Context: an optimization exercise on an open-source flow, tuned for small area and a short achievable clock period. The choices shown serve that exercise and are no tape-out recipe.
In this exercise RTL edits were held to simulation tests only and were not proved equivalent to the original.
Power is estimated from default activity; no workload was simulated.

Setup of v6:
==> flow/design.v <==
module stack_bank #(
   parameter int WIDTH  = 32,
   parameter int DEPTH  = 16,
   parameter int STACKS = 4,
   localparam int SEL_W = (STACKS > 1) ? $clog2(STACKS) : 1,
   localparam int CNT_W = $clog2(DEPTH + 1)
) (
   input  logic             clock,
   input  logic             reset,
   input  logic             req,
   input  logic [1:0]       op,
   input  logic [SEL_W-1:0] sel,
   input  logic [WIDTH-1:0] din,
   input  logic             flush,
   output logic [WIDTH-1:0] dout,
   output logic             dout_valid,
   output logic             overflow,
   output logic             underflow,
   output logic [CNT_W-1:0] count,
   output logic             full,
   output logic             empty
);
   localparam int ADDR_W = $clog2(DEPTH);
   localparam logic [1:0] OP_PEEK    = 2'b00;
   localparam logic [1:0] OP_PUSH    = 2'b01;
   localparam logic [1:0] OP_POP     = 2'b10;
   localparam logic [1:0] OP_REPLACE = 2'b11;
   logic [STACKS-1:0] sel_hot;
   logic              do_op, push_req, pop_req, repl_req, rd_req;
   always_comb begin
      for (int s = 0; s < STACKS; s++) sel_hot[s] = (sel == SEL_W'(s));
      do_op    = req && !flush;
      push_req = do_op && (op == OP_PUSH);
      pop_req  = do_op && (op == OP_POP);
      repl_req = do_op && (op == OP_REPLACE);
      rd_req   = do_op && (op != OP_PUSH);
   end
   logic [CNT_W-1:0]  sp    [STACKS];
   logic [STACKS-1:0] emp_q;             
   logic [STACKS-1:0] s_full, s_empty;
   logic [WIDTH-1:0]  s_top [STACKS];    
   for (genvar s = 0; s < STACKS; s++) begin : g_stack
      logic [WIDTH-1:0] row_q [DEPTH];
      logic [DEPTH-1:0] dec;             
      logic             push_here, repl_here;
      assign s_full[s]  = sp[s][ADDR_W];
      assign s_empty[s] = emp_q[s];
      for (genvar k = 0; k < DEPTH; k++) begin : g_dec
         assign dec[k] = (sp[s][ADDR_W-1:0] == ADDR_W'(k));
      end
      logic [WIDTH-1:0] top_or [DEPTH+1];
      assign top_or[0] = '0;
      for (genvar i = 0; i < DEPTH; i++) begin : g_top
         assign top_or[i+1] = top_or[i] | ({WIDTH{dec[(i + 1) % DEPTH]}} & row_q[i]);
      end
      assign s_top[s] = top_or[DEPTH];
      assign push_here = sel_hot[s] && push_req;
      assign repl_here = sel_hot[s] && repl_req;
      for (genvar i = 0; i < DEPTH; i++) begin : g_row
         logic push_row, repl_row, row_we;
         if (i == 0) begin : g_first
            assign push_row = dec[0] && !s_full[s];
         end else begin : g_other
            assign push_row = dec[i];
         end
         if (i == DEPTH - 1) begin : g_last
            assign repl_row = s_full[s];
         end else begin : g_inner
            assign repl_row = dec[i + 1];
         end
         assign row_we = (push_here && push_row) || (repl_here && repl_row);
         always_ff @(posedge clock) begin
            if (row_we) row_q[i] <= din;
         end
      end
   end
   assign count = sp[sel];
   assign full  = s_full[sel];
   assign empty = s_empty[sel];
   always_ff @(posedge clock or posedge reset) begin
      if (reset) begin
         for (int s = 0; s < STACKS; s++) sp[s] <= '0;
         emp_q      <= '1;
         dout_valid <= 1'b0;
         overflow   <= 1'b0;
         underflow  <= 1'b0;
      end else begin
         for (int s = 0; s < STACKS; s++) begin
            if (sel_hot[s]) begin
               if (flush) begin
                  sp[s]    <= '0;
                  emp_q[s] <= 1'b1;
               end else if (push_req && !s_full[s]) begin
                  sp[s]    <= sp[s] + CNT_W'(1);
                  emp_q[s] <= 1'b0;
               end else if (pop_req && !s_empty[s]) begin
                  sp[s]    <= sp[s] - CNT_W'(1);
                  emp_q[s] <= (sp[s] == CNT_W'(1));
               end
            end
         end
         dout_valid <= rd_req && !empty;
         overflow   <= push_req && full;
         underflow  <= rd_req && empty;
      end
   end
   logic [WIDTH-1:0] rd_data;
   always_comb begin
      logic [WIDTH-1:0] acc;
      acc = '0;
      for (int s = 0; s < STACKS; s++)
         acc = acc | ({WIDTH{sel_hot[s]}} & s_top[s]);
      rd_data = acc;
   end
   always_ff @(posedge clock) begin
      dout <= rd_data;
   end
endmodule
clock: 4.5 ns
lec_check: 0
cap_margin: 20
core_margin: 2
core_utilization: 60
cts_buf_list: sky130_fd_sc_hd__clkbuf_16
cts_cluster_diameter: 80
cts_cluster_size: 25
setup_slack_margin: 2.2
slew_margin: 20
standard.sh (not shown) runs the stock make flow with config.mk's settings and CLKGATE_MAP_FILE= SYNTH_SCRIPT=/design/flow/synth_recipe.tcl, a recipe that flattens the netlist after the stock synthesis.
==> flow/flow/run.sh <==
#!/bin/bash
# Own layout flow: the standard synthesis (for the register names and
# cell types), then a hand-mapped netlist of the same logic (flow/gen.py,
# control logic mapped by flow/map.tcl), then the standard layout steps
# from floorplan to finish on that netlist.
set -euo pipefail
cd "$(dirname "$0")/.."
W=$PWD
R=$W/orfs/results/$FLOW_PLATFORM/stack_bank/base
O=$W/orfs/objects/$FLOW_PLATFORM/stack_bank/base
LIB=$FLOW_HOME/platforms/$FLOW_PLATFORM/lib/sky130_fd_sc_hd__tt_025C_1v80.lib
YOSYS=$(command -v yosys || echo "$FLOW_HOME/../tools/install/yosys/bin/yosys")

bash standard.sh synth > "$W/std_synth.log" 2>&1
cp "$R/1_2_yosys.v" "$W/std_1_2_yosys.v"
python3 flow/gen.py "$W/std_1_2_yosys.v" "$W/hand.v" > "$W/gen.log" 2>&1
# every lpflow and probe cell: a superset of the platform's don't-use list
DONT_USE=$(grep -oE 'cell *\( *"?sky130_fd_sc_hd__(lpflow_[a-z0-9_]+|probec?_p_[0-9]+)' "$LIB" | sed -E 's/.*\( *"?//' | sort -u | tr '\n' ' ')
export DONT_USE
MAP_SRC=$W/hand.v MAP_OUT=$W/mapped.v LIB=$LIB \
  ABC_SCRIPT=$FLOW_HOME/scripts/abc_speed.script ABC_CONSTR=$O/abc.constr \
  "$YOSYS" -c flow/map.tcl > "$W/map.log" 2>&1
cp "$W/mapped.v" "$R/1_2_yosys.v"
rm -f "$R/1_synth.odb" "$R/1_synth.sdc"
bash standard.sh finish "BUFFER_PORTS_ARGS=-buffer_cell sky130_fd_sc_hd__buf_4" > "$W/std_finish.log" 2>&1
Other scripts of this flow, unchanged in this note and not shown: flow/flow/gen.py, flow/flow/map.tcl
v6 ran to completion and came out clean on the timing, DRC and antenna checks.
Setup changes, v6 to v7
--- a/flow/config.mk
+++ b/flow/config.mk
@@ -9,3 +9,3 @@
 export CORE_MARGIN = 2
-export CORE_UTILIZATION = 60
+export CORE_UTILIZATION = 50
 export CTS_BUF_LIST = sky130_fd_sc_hd__clkbuf_16
==> comparison <==
- Core utilization: v7 lower than v6
- Worst-path maximum fanout: lower on v7
- The final reports for v7 and v6 show arrival time reported for the critical path endpoint higher in the former.
- On design area, v7 does worse than v6.
- Compared with v6, in v7 sequential share of power shrank by 0.5 points; wire length grew by 5.0%; worst setup slack shrank by 55 ps.

## run A
// stack_bank: RTL as listed in full above, without the edits since
Settings: LEC_CHECK=0, CAP_MARGIN=20, CORE_MARGIN=2, CORE_UTILIZATION=55, CTS_BUF_LIST=sky130_fd_sc_hd__clkbuf_16, CTS_CLUSTER_DIAMETER=80, CTS_CLUSTER_SIZE=25, SETUP_SLACK_MARGIN=2.0, SLEW_MARGIN=20, TNS_END_PERCENT=30; clock period 4.5 ns.
Scripts as last shown in full above: flow/flow/run.sh
Other scripts of this flow, unchanged in this note and not shown: flow/flow/gen.py, flow/flow/map.tcl
Relative to run A, the following input files were edited for run B:
- TNS_END_PERCENT no longer set, was 30
- CTS_CLUSTER_DIAMETER now 70, was 80
- CTS_CLUSTER_SIZE now 30, was 25
- CORE_UTILIZATION now 50, was 55
==> results.txt <==
The worst slack at placement in run B was higher than what run A gave.
Part of the power in the clock network ended up 4.8 points higher on run B than on run A.
Compared to run A, run B shows a wider setup margin.
Re synthesis-to-layout area growth: run B is 1.9 points up on run A.
Slowest stage cell on the critical path: a222oi_1 -> run A, a22oi_2 -> run B
> inputs changed (run B -> run C)
- CTS_CLUSTER_SIZE: 30 -> 25
- CTS_CLUSTER_DIAMETER: 70 -> 80
Findings:
Run C completed; timing, DRC and antenna clean
Between run B and run C, the flow reports total internal power decreasing by a few percent.
The clock network fraction of total power number comes out higher for run B vs run C.
Delta(transition at the pin with the smallest max-transition slack, run C - run B) < 0
Run B and run C ended up with nearly the same initial cell density of the core.
Run B → run C: leakage power figure went down 0.56%; total clock network power went down about 10%.
--- input diff run C..run D ---
- setting TNS_END_PERCENT to 5 for the first time
### Flow results
- Cell total after placement (higher): run D
- Register area: run C vs run D identical
- A destination of the critical timing path of count[0] is what run C shows, while dout[23] belongs to run D.
- Of run C and run D, the run reporting the lower worst path setup slack after routing was run D.

-- afterwards: timing with drivers on the ports --
In the flow no input, the clock included, has a driving cell. The finished layouts below were timed again as built, in two steps.
Step 1 assumes that a clkbuf_16 drives the clock port and a buf_2 every other input.
Step 2 also shifts input and output timing later by t, the mid clock arrival at the registers, as if the neighbouring blocks saw the same clock.
Three values: no drivers, after step 1, after step 2; two values: the first two.
run	t, ns	slack for setup (ns)	latest minus earliest clock arrival (ns)	worst slew at a driven data input, ns	cell pins on the clock port's net
v6	0.810	1.649 / 1.630 / 0.837	0.037 / 0.038	0.22	1
v7	0.826	1.594 / 1.511 / 0.724	0.044 / 0.043	0.25	1
run A	0.818	1.609 / 1.556 / 0.984	0.034 / 0.034	0.06	1
run B	0.862	1.681 / 1.619 / 0.964	0.041 / 0.042	0.18	1
run C	0.837	1.722 / 1.597 / 1.073	0.046 / 0.047	0.19	1
run D	0.839	1.669 / 1.638 / 1.015	0.048 / 0.047	0.16	1
After both steps setup and hold are still met in every run listed. The setup slack of v7, which loses most, moves by -0.083 ns with the drivers and by -0.870 ns with both steps.
